What follows belongs to an exercise in optimizing a design on an open flow for small area, a short achievable clock period and few clock cycles per item; a production flow would make more cautious choices.
RTL that was checked went through simulation tests only; none was proved equivalent to the original.
No driver is modelled on the clock port, so clock power and skew are understated where the tree is cut down; a real chip needs a root buffer or a tree.

==> inputs of fjord <==
## mul_unit
module mul_unit (
   input  logic     clk,
   input  logic     reset,
   input  logic     op_valid,
   input  mul_pkg::operand_t op_a,
   input  mul_pkg::operand_t op_b,
   output logic     busy,
   output mul_pkg::word_t    res_word,
   output logic     res_valid,
   output logic     res_last
);
   logic ph_k0, ph_k1, ph_k2;
   mul_pkg::operand_t a_q;
   logic [mul_pkg::DIGIT_W/2-1:0] sel_one, sel_two, sel_neg;
   logic              b0_q;
   logic [mul_pkg::ADDEND_W-1:0] addend;
   mul_pkg::acc_t     step_sum;
   mul_pkg::acc_t     acc_q;
   mul_pkg::digit_t   low_q;
   operand_issue operand_issue_i (
      .clk     (clk),
      .reset   (reset),
      .op_valid(op_valid),
      .op_a    (op_a),
      .op_b    (op_b),
      .busy    (busy),
      .ph_k0   (ph_k0),
      .ph_k1   (ph_k1),
      .ph_k2   (ph_k2),
      .a_q     (a_q),
      .sel_one (sel_one),
      .sel_two (sel_two),
      .sel_neg (sel_neg),
      .b0_q    (b0_q)
   );
  ...
==> module operand_issue, before the edit <==
module operand_issue (
   input  logic     clk,
   input  logic     reset,
   input  logic     op_valid,
   input  mul_pkg::operand_t op_a,
   input  mul_pkg::operand_t op_b,
   output logic     busy,
   output logic     ph_k0,
   output logic     ph_k1,
   output logic     ph_k2,
   output mul_pkg::operand_t a_q,
   output logic [mul_pkg::DIGIT_W/2-1:0] sel_one,
   output logic [mul_pkg::DIGIT_W/2-1:0] sel_two,
   output logic [mul_pkg::DIGIT_W/2-1:0] sel_neg,
   output logic     b0_q
);
   logic [mul_pkg::OPERAND_W-mul_pkg::DIGIT_W-1:0] bh_q;
   logic [mul_pkg::DIGIT_W:0] window;
   logic accept;
   logic load;
   assign accept = op_valid && !busy;
   always_ff @(posedge clk) begin
      if (reset) begin
         busy  <= 1'b0;
         ph_k0 <= 1'b0;
         ph_k1 <= 1'b0;
         ph_k2 <= 1'b0;
      end else begin
         busy  <= accept || ph_k0;
         ph_k0 <= accept;
         ph_k1 <= ph_k0;
         ph_k2 <= ph_k1;
      end
   end
   assign load = !(ph_k0 || ph_k1);
   assign window = load ? {op_b[mul_pkg::DIGIT_W:1], 1'b0} : bh_q[mul_pkg::DIGIT_W:0];
   localparam int BH_W = mul_pkg::OPERAND_W - mul_pkg::DIGIT_W;
   always_ff @(posedge clk) begin
      if (load) begin
         a_q <= op_a;
      end
   end
   always_ff @(posedge clk) begin
      b0_q <= op_b[0];
      bh_q[BH_W-1:mul_pkg::DIGIT_W+1] <= op_b[mul_pkg::OPERAND_W-1:mul_pkg::DIGIT_W+mul_pkg::DIGIT_W+1];
      bh_q[mul_pkg::DIGIT_W] <= load && op_b[mul_pkg::DIGIT_W+mul_pkg::DIGIT_W];
      bh_q[mul_pkg::DIGIT_W-1:0] <= load ? op_b[mul_pkg::DIGIT_W+mul_pkg::DIGIT_W-1:mul_pkg::DIGIT_W]
                                         : bh_q[BH_W-1:mul_pkg::DIGIT_W];
   end
   always_ff @(posedge clk) begin
      for (int j = 0; j < mul_pkg::DIGIT_W/2; j++) begin
         logic b2, b1, b0;
         b2 = window[2*j+2];
         b1 = window[2*j+1];
         b0 = window[2*j];
         sel_one[j] <= b1 ^ b0;
         sel_two[j] <= (b2 && !b1 && !b0) || (!b2 && b1 && b0);
         sel_neg[j] <= b2;
      end
   end
endmodule
export LEC_CHECK = 0
export ABC_AREA = 1
export CAP_MARGIN = 20
export CORE_MARGIN = 2
export CORE_UTILIZATION = 70
export CTS_CLUSTER_DIAMETER = 150
export CTS_CLUSTER_SIZE = 22
export SLEW_MARGIN = 20
export SYNTH_HIERARCHICAL = 1
create_clock -name core_clock -period 33.0 [get_ports {clk}]
standard.sh (not shown) runs the stock make flow with config.mk's settings and CLKGATE_MAP_FILE= SYNTH_SCRIPT=/design/flow/synth_recipe.tcl, a recipe that flattens the netlist after the stock synthesis.
==> flow/flow/run.sh <==
#!/bin/bash
# The standard layout with two changes:
#  - smaller, faster port buffers: buffer_ports inserts buf_2 cells instead of the default
#    clkdlybuf4s50_1, and after global placement the input ports' buffers become buf_1
#    cells (flow/small_inbuf.tcl). Every port keeps its buffer.
#  - after CTS, the clock tree's branching level and its dummy loads are removed, so the
#    leaf buffers hang off the root buffer (flow/flatten_clock.tcl). Every register's clock
#    arrives earlier by about the same amount.
# The make output goes to standard.log; each step logs into orfs/logs as usual.
set -euo pipefail
export BUFFER_PORTS_ARGS="-buffer_cell sky130_fd_sc_hd__buf_2"
export POST_GLOBAL_PLACE_TCL="$(pwd)/flow/small_inbuf.tcl"
export POST_CTS_TCL="$(pwd)/flow/flatten_clock.tcl"
bash standard.sh > standard.log 2>&1
Other scripts of this flow, unchanged in this note and not shown: flow/flow/flatten_clock.tcl, flow/flow/small_inbuf.tcl
==> tundra (differences from fjord) <==
--- a/flow/design.v
+++ b/flow/design.v
@@ -50,18 +50,14 @@
    assign load = !(ph_k0 || ph_k1);
    assign window = load ? {op_b[mul_pkg::DIGIT_W:1], 1'b0} : bh_q[mul_pkg::DIGIT_W:0];
-   localparam int BH_W = mul_pkg::OPERAND_W - mul_pkg::DIGIT_W;
    always_ff @(posedge clk) begin
       if (load) begin
-         a_q <= op_a;
+         a_q  <= op_a;
+         b0_q <= op_b[0];
+         bh_q <= op_b[mul_pkg::OPERAND_W-1:mul_pkg::DIGIT_W];
+      end else begin
+         bh_q <= bh_q >> mul_pkg::DIGIT_W;
       end
    end
    always_ff @(posedge clk) begin
-      b0_q <= op_b[0];
-      bh_q[BH_W-1:mul_pkg::DIGIT_W+1] <= op_b[mul_pkg::OPERAND_W-1:mul_pkg::DIGIT_W+mul_pkg::DIGIT_W+1];
-      bh_q[mul_pkg::DIGIT_W] <= load && op_b[mul_pkg::DIGIT_W+mul_pkg::DIGIT_W];
-      bh_q[mul_pkg::DIGIT_W-1:0] <= load ? op_b[mul_pkg::DIGIT_W+mul_pkg::DIGIT_W-1:mul_pkg::DIGIT_W]
-                                         : bh_q[BH_W-1:mul_pkg::DIGIT_W];
-   end
-   always_ff @(posedge clk) begin
       for (int j = 0; j < mul_pkg::DIGIT_W/2; j++) begin
          logic b2, b1, b0;
- CAP_MARGIN: 20 -> 0
- SLEW_MARGIN: 20 -> 0
==> impl_table.tex <==
\begin{tabular}{lr}
\hline
Metric & Value \\
\hline
\multicolumn{2}{l}{\textbf{Drt}} \\
Post-Route M1 WL & 27.8 mm \\
Met3 wire length & 11.3 mm \\
Initial DRT Pass Iterations & 9 \\
\multicolumn{2}{l}{\textbf{Final layout}} \\
Layout clock area frac & 1.11\% \\
Final core utilization & 72.2\% \\
Count of non-CTS inverters in the layout & 175 \\
\multicolumn{2}{l}{\textbf{Placed design}} \\
Total placed cells including tap cells & 2951 \\
\multicolumn{2}{l}{\textbf{Worst setup path}} \\
Origin of the critical flop-to-flop path & operand\_issue\_i.bh\_q[0]\$\_DFF\_P\_ \\
\multicolumn{2}{l}{\textbf{Outcome}} \\
Result of the run & no timing/DRC/antenna violations \\
\multicolumn{2}{l}{\textbf{STA}} \\
Post-route minimum period & 7.52 ns \\
\multicolumn{2}{l}{\textbf{Synthesis}} \\
Most instantiated cells after synthesis & nand2\_1 (434), xor2\_1 (417), o22ai\_1 (376) \\
\hline
\end{tabular}
-- figures above: fjord

==> impl_table.tex <==
\begin{tabular}{lr}
\hline
Metric & Value \\
\hline
\multicolumn{2}{l}{\textbf{Worst setup path}} \\
Origin of the critical flop-to-flop path & operand\_issue\_i.sel\_two[0]\$\_DFF\_P\_ \\
\multicolumn{2}{l}{\textbf{Drt}} \\
Met3 wire length & 12.0 mm \\
Initial DRT Pass Iterations & 8 \\
\multicolumn{2}{l}{\textbf{Final layout}} \\
Data-path buffer share of cell area in the final layout & 3.15\% \\
Count of non-CTS inverters in the layout & 185 \\
Final core utilization & 72.3\% \\
\multicolumn{2}{l}{\textbf{Outcome}} \\
Result of the run & no timing/DRC/antenna violations \\
\multicolumn{2}{l}{\textbf{Placed design}} \\
Total placed cells including tap cells & 2979 \\
\multicolumn{2}{l}{\textbf{Synthesis}} \\
Ys flop type & dfxtp\_1 \\
Most instantiated cells after synthesis & nand2\_1 (444), xor2\_1 (416), o22ai\_1 (376) \\
\hline
\end{tabular}
-- figures above: tundra

Testbench counts of fjord, summed over its fixed seeds: cycles 4,824, items 1,600.
Testbench counts of tundra, summed over its fixed seeds: cycles 4,824, items 1,600.

==> job 1070 <==
Another version of the RTL of mul_unit (not shown whole).
export LEC_CHECK = 0
export ABC_AREA = 1
export CAP_MARGIN = 20
export CORE_MARGIN = 2
export CORE_UTILIZATION = 40
export SLEW_MARGIN = 20
export SYNTH_HIERARCHICAL = 1
create_clock -name core_clock -period 33.0 [get_ports {clk}]
run.sh (not shown) runs the stock make flow with config.mk's settings and CLKGATE_MAP_FILE= SYNTH_SCRIPT=/design/flow/synth_recipe.tcl, a recipe that flattens the netlist after the stock synthesis.
Stock flow here: none of the scripts above is used.
==> inputs of job 394, as changes to job 1070 <==
==> flow/flow/run.sh (new file) <==
#!/bin/bash
# The standard layout, with buf_2 cells as the port buffers instead of the default
# clkdlybuf4s50_1 (smaller and faster). Each make step logs into orfs/logs as usual; the
# make output itself goes to standard.log.
set -euo pipefail
export BUFFER_PORTS_ARGS="-buffer_cell sky130_fd_sc_hd__buf_2"
bash standard.sh > standard.log 2>&1
==> flow/standard.sh (new file) <==
#!/bin/bash
# synth_recipe.tcl (not shown) runs the flow's synth.tcl, then flattens the netlist and writes it again
# the make line also repeats each setting of config.mk as NAME=value (left out here)
make -C /OpenROAD-flow-scripts/flow DESIGN_CONFIG=/design/flow/config.mk WORK_HOME=/design/flow/orfs CLKGATE_MAP_FILE= SYNTH_SCRIPT=/design/flow/synth_recipe.tcl "${@:-finish}"
removed: flow/run.sh
==> results.txt <==
Placement:
- In this run, placement finished with an instance count of 3421.
- Timing analysis after detailed placement gives a worst setup slack of about 26 ns.

Timing:
- The upper clock frequency limit is about 130 MHz.

Min path:
- The terminating pin of the worst hold path is operand_issue_i.b_q[13].

Finish:
- The non-filler instance count after layout is 3452.
- Counting plain and timing-repair buffers in the layout gives 163.

Critical path:
- The family of cells with the greatest summed delay on the critical path is flip-flops.

GRT:
- For this run, global-route usage on met1 was measured as 31.5%.

Run status:
- The flow ran to the end and the layout has no timing, DRC or antenna violations.
(the above is from job 394)
==> results.txt <==
Placement:
- OpenSTA, run right after detailed placement, puts the worst setup slack at 25.47 ns.
- After detailed placement, the design holds a cell count of ~3400.

Finish:
- For this run, the number of standard cells in the final layout without fillers is 3451.

Min path:
- The terminating pin of the worst hold path is word_serializer_i.res_word[5].

Run status:
- The run finished with no timing, DRC or antenna violations.

Critical path:
- The family of cells with the greatest summed delay on the critical path is buffers and inverters.
(the above is from job 1070)
No functional check of the RTL was part of any run of this note.

==> v23 <==
Another version of the RTL of mul_unit (not shown whole).
## mul_unit
module mul_unit (
   input  logic     clk,
   input  logic     reset,
   input  logic     op_valid,
   input  mul_pkg::operand_t op_a,
   input  mul_pkg::operand_t op_b,
   output logic     busy,
   output mul_pkg::word_t    res_word,
   output logic     res_valid,
   output logic     res_last
);
clock: 33.0 ns
lec_check: 0
abc_area: 1
cap_margin: 20
core_margin: 2
core_utilization: 70
cts_cluster_diameter: 150
cts_cluster_size: 22
slew_margin: 20
synth_hierarchical: 1
standard.sh (not shown) runs the stock make flow with config.mk's settings and CLKGATE_MAP_FILE= SYNTH_SCRIPT=/design/flow/synth_recipe.tcl, a recipe that flattens the netlist after the stock synthesis.
==> flow/flow/run.sh <==
#!/bin/bash
set -euo pipefail
export BUFFER_PORTS_ARGS="-buffer_cell sky130_fd_sc_hd__buf_2"
export POST_GLOBAL_PLACE_TCL="$(pwd)/flow/small_inbuf.tcl"
export POST_CTS_TCL="$(pwd)/flow/drop_clock_root.tcl"
bash standard.sh > standard.log 2>&1
==> flow/flow/drop_clock_root.tcl <==
proc dcr_out_net {inst} {
  foreach it [$inst getITerms] {
    if {[$it isOutputSignal]} { return [$it getNet] }
  }
  return "NULL"
}
proc dcr_is_buf {inst} {
  return [string match "sky130_fd_sc_hd__clkbuf_*" [[$inst getMaster] getName]]
}
set block [ord::get_db_block]
set port_net "NULL"
foreach bt [$block getBTerms] {
  if {[$bt getName] eq "clk"} { set port_net [$bt getNet] }
}
# clock nets: everything reachable from the port through clock buffers
set clock_nets [list $port_net]
set todo [list $port_net]
while {[llength $todo]} {
  set net [lindex $todo 0]
  set todo [lrange $todo 1 end]
  foreach it [$net getITerms] {
    if {![$it isInputSignal]} { continue }
    set inst [$it getInst]
    set out [dcr_out_net $inst]
    if {[dcr_is_buf $inst] && $out ne "NULL"} {
      lappend clock_nets $out
      lappend todo $out
    }
  }
}
# dummy loads: cells on a clock net whose output drives nothing
set dummies 0
foreach net $clock_nets {
  foreach it [$net getITerms] {
    if {![$it isInputSignal]} { continue }
    set inst [$it getInst]
    if {[string match "*dfxtp*" [[$inst getMaster] getName]]} { continue }
    set out [dcr_out_net $inst]
    if {$out eq "NULL" || [llength [$out getITerms]] <= 1} {
      odb::dbInst_destroy $inst
      if {$out ne "NULL"} { odb::dbNet_destroy $out }
      incr dummies
    }
  }
}
set port_loads [$port_net getITerms]
set dropped 0
if {[llength $port_loads] == 1 && [dcr_is_buf [[lindex $port_loads 0] getInst]]} {
  set root [[lindex $port_loads 0] getInst]
  set root_net [dcr_out_net $root]
  set loads {}
  set all_bufs 1
  foreach it [$root_net getITerms] {
    if {![$it isInputSignal]} { continue }
    lappend loads $it
    if {![dcr_is_buf [$it getInst]]} { set all_bufs 0 }
  }
  if {$all_bufs && [llength $loads] <= 4} {
    foreach it $loads {
      $it disconnect
      $it connect $port_net
    }
    odb::dbInst_destroy $root
    odb::dbNet_destroy $root_net
    set dropped 1
  }
}
puts "drop_clock_root: removed $dummies dummy loads; root buffer removed: $dropped; the clock port drives [llength [$port_net getITerms]] pins"
Other scripts of this flow, unchanged in this note and not shown: flow/flow/small_inbuf.tcl
==> v28 (differences from v23) <==
==> flow/flow/run.sh (replaced) <==
#!/bin/bash
# The standard layout with two changes:
#  - smaller, faster port buffers: buffer_ports inserts buf_2 cells instead of the default
#    clkdlybuf4s50_1, and after global placement the input ports' buffers become buf_1
#    cells (flow/small_inbuf.tcl). Every port keeps its buffer.
#  - after CTS, the clock tree's branching level and its dummy loads are removed, so the
#    leaf buffers hang off the root buffer (flow/flatten_clock.tcl). Every register's clock
#    arrives earlier by about the same amount.
# The make output goes to standard.log; each step logs into orfs/logs as usual.
set -euo pipefail
export BUFFER_PORTS_ARGS="-buffer_cell sky130_fd_sc_hd__buf_2"
export POST_GLOBAL_PLACE_TCL="$(pwd)/flow/small_inbuf.tcl"
export POST_CTS_TCL="$(pwd)/flow/flatten_clock.tcl"
bash standard.sh > standard.log 2>&1
==> flow/flow/flatten_clock.tcl (new file) <==
# Sourced at the end of the CTS step (POST_CTS_TCL). CTS builds the clock tree as a root
# buffer after the port, a level of branching buffers and the leaf buffers that drive the
# registers, and hangs dummy loads on some nets to balance them. On a design this small the
# branching level only adds delay: its buffers and the dummy loads are removed and the leaf
# buffers hang straight off the root buffer's net, so every register's clock arrives earlier
# by about the same amount.
proc fc_out_net {inst} {
  foreach it [$inst getITerms] {
    if {[$it isOutputSignal]} { return [$it getNet] }
  }
  return "NULL"
}
proc fc_is_buf {inst} {
  return [string match "sky130_fd_sc_hd__clkbuf_*" [[$inst getMaster] getName]]
}
set block [ord::get_db_block]
set port_net "NULL"
foreach bt [$block getBTerms] {
  if {[$bt getName] eq "clk"} { set port_net [$bt getNet] }
}
# clock nets: everything reachable from the port through clock buffers
set clock_nets [list $port_net]
set todo [list $port_net]
while {[llength $todo]} {
  set net [lindex $todo 0]
  set todo [lrange $todo 1 end]
  foreach it [$net getITerms] {
    if {![$it isInputSignal]} { continue }
    set inst [$it getInst]
    set out [fc_out_net $inst]
    if {[fc_is_buf $inst] && $out ne "NULL"} {
      lappend clock_nets $out
      lappend todo $out
    }
  }
}
# dummy loads: cells on a clock net whose output drives nothing
set dummies 0
foreach net $clock_nets {
  foreach it [$net getITerms] {
    if {![$it isInputSignal]} { continue }
    set inst [$it getInst]
    set out [fc_out_net $inst]
    if {[string match "*dfxtp*" [[$inst getMaster] getName]]} { continue }
    if {$out eq "NULL" || [llength [$out getITerms]] <= 1} {
      odb::dbInst_destroy $inst
      if {$out ne "NULL"} { odb::dbNet_destroy $out }
      incr dummies
    }
  }
}
set port_loads [$port_net getITerms]
set mids {}
if {[llength $port_loads] == 1 && [fc_is_buf [[lindex $port_loads 0] getInst]]} {
  set root [[lindex $port_loads 0] getInst]
  set root_net [fc_out_net $root]
  foreach it [$root_net getITerms] {
    if {![$it isInputSignal]} { continue }
    set inst [$it getInst]
    if {![fc_is_buf $inst]} { continue }
    set only_bufs 1
    foreach jt [[fc_out_net $inst] getITerms] {
      if {[$jt isInputSignal] && ![fc_is_buf [$jt getInst]]} { set only_bufs 0 }
    }
    if {$only_bufs} { lappend mids $inst }
  }
  foreach mid $mids {
    set mid_net [fc_out_net $mid]
    foreach jt [$mid_net getITerms] {
      if {[$jt isInputSignal]} {
        $jt disconnect
        $jt connect $root_net
      }
    }
    odb::dbInst_destroy $mid
    odb::dbNet_destroy $mid_net
  }
  puts "flatten_clock: removed $dummies dummy loads and [llength $mids] branching buffers; [expr {[llength [$root_net getITerms]] - 1}] buffers now on [$root_net getName]"
}
removed: flow/flow/drop_clock_root.tcl
==> v30 (differences from v23) <==
Settings changed: CORE_UTILIZATION 70 to 80.
==> results.txt <==
The lowest global-route usage belongs to v23, the highest to v30. Between v23 and v30, the lower non-clock buffer count is in v30 (gap 3). The lowest final cell count belongs to v30, the highest to v23. In v28 the worst hold slack is better than in v30, by 0.0085 ns. The lowest via count belongs to v23, the highest to v30. In sequential share of layout area, v23 and v30 hardly differ. In wire length, v23 and v28 hardly differ.
Testbench counts of v23, summed over its fixed seeds: cycles 4,824, items 1,600.
Testbench counts of v28, summed over its fixed seeds: cycles 4,824, items 1,600.
Testbench counts of v30, summed over its fixed seeds: cycles 4,824, items 1,600.

==> re-timing with driven ports <==
The results above use ideal ports. As a check the final layouts listed here were re-extracted and re-timed, cells and wires unchanged.
Step 1 sets driving cells, clkbuf_16 on the clock port and buf_2 on the other inputs (assumed; they add their load-dependent delay and slew).
Step 2, shift: input delay + t, output delay - t, t = (earliest + latest rising clock arrival at the registers) / 2. This alone moves slack from input paths to output paths.
Three values: ideal ports, drivers, drivers and shift; two values: the first two.
run | t (ns) | setup slack, ns | worst data-port slew with drivers (ns) | cell pins on the clock port's net
fjord | 0.483 | 25.484 / 25.428 / 25.797 | 0.05 | 1
tundra | 0.488 | 25.492 / 25.433 / 25.751 | 0.05 | 1
job 1070 | 0.560 | 24.952 / 24.891 / 25.349 | 0.05 | 1
job 394 | 0.550 | 25.303 / 25.246 / 25.379 | 0.04 | 1
v23 | 0.436 | 25.572 / 25.497 / 25.726 | 0.04 | 2
v28 | 0.509 | 25.473 / 25.413 / 25.725 | 0.04 | 1
v30 | 0.443 | 25.562 / 25.486 / 25.768 | 0.05 | 2
After both steps every run listed still meets setup and hold.
